What follows belongs to an exercise in optimizing a design on an open flow for small area, a short achievable clock period and few clock cycles per item; a production flow would make more cautious choices.
Function was checked by simulation only, so behaviour that the tests miss may differ from the original.
No activity file was given, so power comes from the tool's default toggle rates.

run 1:
Design clock_source_selector_unit, start of the top module:
module clock_source_selector_unit (
   input  logic                        clock,
   input  logic                        reset,
   input  logic                        req_valid,
   output logic                        req_stall,
   input  logic                        req_radio_new,
   input  logic [css_pkg::TIME_W-1:0]  req_radio_time,
   input  logic [css_pkg::DATE_W-1:0]  req_radio_date,
   input  logic                        req_rtc_new,
   input  logic [css_pkg::TIME_W-1:0]  req_rtc_time,
   input  logic [css_pkg::DATE_W-1:0]  req_rtc_date,
   input  logic                        req_internal_new,
   input  logic [css_pkg::TIME_W-1:0]  req_internal_time,
   input  logic [css_pkg::DATE_W-1:0]  req_internal_date,
   input  logic                        req_second_tick,
   input  logic                        req_rtc_write_done,
   input  logic                        req_internal_write_ok,
   output logic                        rsp_valid,
   input  logic                        rsp_stall,
   output logic [css_pkg::TIME_W-1:0]  rsp_final_time,
   output logic [css_pkg::DATE_W-1:0]  rsp_final_date,
  ...
==> flow/config.mk <==
export PLATFORM = sky130hd
export DESIGN_NAME = clock_source_selector_unit
export DESIGN_NICKNAME = clock_source_selector_unit
export VERILOG_FILES = /design/flow/design.v
export SDC_FILE = /design/flow/constraint.sdc
export NUM_CORES = 4
export LEC_CHECK = 0
export ABC_AREA = 1
export CAP_MARGIN = 20
export CORE_MARGIN = 2
export CORE_UTILIZATION = 40
export CTS_CLUSTER_DIAMETER = 80
export CTS_CLUSTER_SIZE = 28
export GPL_ROUTABILITY_DRIVEN = 0
export GPL_TIMING_DRIVEN = 0
export SETUP_SLACK_MARGIN = 5
export SLEW_MARGIN = 20
export TNS_END_PERCENT = 5
==> flow/constraint.sdc <==
create_clock -name core_clock -period 9.0 [get_ports {clock}]
set_input_delay 1.8000 -clock core_clock [delete_from_list [all_inputs] [get_ports {clock}]]
set_output_delay 1.8000 -clock core_clock [all_outputs]
set_load 0.01 [all_outputs]
standard.sh (not shown) runs the stock make flow with config.mk's settings and CLKGATE_MAP_FILE= SYNTH_SCRIPT=/design/flow/synth_recipe.tcl, a recipe that flattens the netlist after the stock synthesis.
==> flow/flow/run.sh <==
#!/bin/bash
# The standard layout, with plain buffers on the ports instead of the delay
# buffers buffer_ports picks by default. Each tool's output goes to its own log.
set -euo pipefail
export BUFFER_PORTS_ARGS="-buffer_cell sky130_fd_sc_hd__buf_1"
bash standard.sh > standard.log 2>&1
Testbench counts of run 1, summed over its fixed seeds: cycles 12,008, items 12,000.
## Diff of input files: run 2 against run 1
# run 1
export LEC_CHECK = 0
export ABC_AREA = 1
export CAP_MARGIN = 20
export CORE_MARGIN = 2
export CORE_UTILIZATION = 40
export CTS_CLUSTER_DIAMETER = 80
export CTS_CLUSTER_SIZE = 28
export GPL_ROUTABILITY_DRIVEN = 0
export GPL_TIMING_DRIVEN = 0
export SETUP_SLACK_MARGIN = 5
export SLEW_MARGIN = 20
export TNS_END_PERCENT = 5
create_clock -name core_clock -period 9.0 [get_ports {clock}]
# run 2
export LEC_CHECK = 0
export ABC_AREA = 1
export CAP_MARGIN = 20
export CORE_MARGIN = 2
export CORE_UTILIZATION = 40
export CTS_CLUSTER_DIAMETER = 80
export CTS_CLUSTER_SIZE = 28
export GPL_ROUTABILITY_DRIVEN = 0
export SETUP_SLACK_MARGIN = 5
export SLEW_MARGIN = 20
export TNS_END_PERCENT = 5
create_clock -name core_clock -period 9.0 [get_ports {clock}]
### Flow results
Run 2 did not stop at any stage, and its layout met the timing, design-rule and antenna checks.
Run 1 leaves less setup margin than run 2.
On run 2: area used by multi-input combinational logic is 0.99% higher than what run 1 gave.
Routed wire in run 2 totals less than in run 1.
Run 2 vs. run 1: final standard cell area without fillers now smaller; relative contribution of the clock network to total power saw a decrease; overall power of the completed layout went down; part of the power in registers went up 2.1 points.
--- input diff run 2..run 3 ---
# run 2
export LEC_CHECK = 0
export ABC_AREA = 1
export CAP_MARGIN = 20
export CORE_MARGIN = 2
export CORE_UTILIZATION = 40
export CTS_CLUSTER_DIAMETER = 80
export CTS_CLUSTER_SIZE = 28
export GPL_ROUTABILITY_DRIVEN = 0
export SETUP_SLACK_MARGIN = 5
export SLEW_MARGIN = 20
export TNS_END_PERCENT = 5
create_clock -name core_clock -period 9.0 [get_ports {clock}]
# run 3
export LEC_CHECK = 0
export ABC_AREA = 1
export CAP_MARGIN = 20
export CORE_MARGIN = 2
export CORE_UTILIZATION = 30
export CTS_CLUSTER_DIAMETER = 80
export CTS_CLUSTER_SIZE = 28
export GPL_ROUTABILITY_DRIVEN = 0
export SETUP_SLACK_MARGIN = 5
export SLEW_MARGIN = 20
export TNS_END_PERCENT = 5
create_clock -name core_clock -period 9.0 [get_ports {clock}]
## What came out
- Diff run 2 -> run 3: met1 usage shows a reduction of 7.3 points, core utilization shows a reduction of 11 points, total vias in the final route shows a reduction of 338, area of all placed cells without fillers shows an increase of 350 um2, met3 track demand over resource in global routing shows no meaningful change.
- Run 2 → run 3: total area of multi-input combinational cells went up about 0.33%; met1 wire length went up about 11%; met3 wire length went down 16%; final cell count went up 178; cell-internal power went up 3.9%.
- Total power of the final layout was higher in run 3 than in run 2.
[inputs] run 4 vs run 3
# run 3
export LEC_CHECK = 0
export ABC_AREA = 1
export CAP_MARGIN = 20
export CORE_MARGIN = 2
export CORE_UTILIZATION = 30
export CTS_CLUSTER_DIAMETER = 80
export CTS_CLUSTER_SIZE = 28
export GPL_ROUTABILITY_DRIVEN = 0
export SETUP_SLACK_MARGIN = 5
export SLEW_MARGIN = 20
export TNS_END_PERCENT = 5
create_clock -name core_clock -period 9.0 [get_ports {clock}]
# run 4
export LEC_CHECK = 0
export ABC_AREA = 1
export CAP_MARGIN = 20
export CORE_MARGIN = 2
export CORE_UTILIZATION = 40
export CTS_CLUSTER_DIAMETER = 80
export CTS_CLUSTER_SIZE = 28
export SETUP_SLACK_MARGIN = 5
export SLEW_MARGIN = 20
export TNS_END_PERCENT = 5
create_clock -name core_clock -period 9.0 [get_ports {clock}]
==> comparison <==
From run 3 to run 4 the numbers moved as follows: worst stage delay on the critical path lost 0.07 ns; overall power consumption increased by about 0.3% relative to the old numbers; global-route wire length before repair fell 1.8%; instance area after placement shrank by about 1.2%; floorplan die area now sits lower. Run 4 can be clocked slower than run 3. The final area reported for run 4 is smaller than that of run 3 by 85 um2.

==> what the ideal ports hide <==
Ports are ideal in the flow. The routed layouts listed here were re-timed in OpenROAD.
Step 1 assumes that a clkbuf_16 drives the clock port and a buf_2 every other input.
Step 2 times the ports against the registers' clock, not the clock port: input delays grow and output delays shrink by t, the midpoint of the rising clock arrivals with the driver on.
a / b / c = ideal ports / drivers / drivers and shift; a / b = the first two.
| run | t (ns) | setup slack, ns | hold slack, ns | worst slew at a driven data input, ns | cell pins on the clock port's net |
|---|---|---|---|---|---|
| run 1 | 0.617 | 4.715 / 4.754 / 4.138 | 0.453 / 0.453 / 0.453 | 0.07 | 1 |
| run 2 | 0.607 | 4.849 / 4.852 / 4.244 | 0.450 / 0.450 / 0.450 | 0.09 | 1 |
| run 3 | 0.629 | 4.837 / 4.845 / 4.217 | 0.463 / 0.463 / 0.463 | 0.14 | 1 |
| run 4 | 0.624 | 4.802 / 4.753 / 4.129 | 0.453 / 0.453 / 0.453 | 0.16 | 1 |
After both steps setup and hold are still met in every run listed. The setup slack of run 4, which loses most, moves by -0.049 ns with the drivers and by -0.673 ns with both steps.
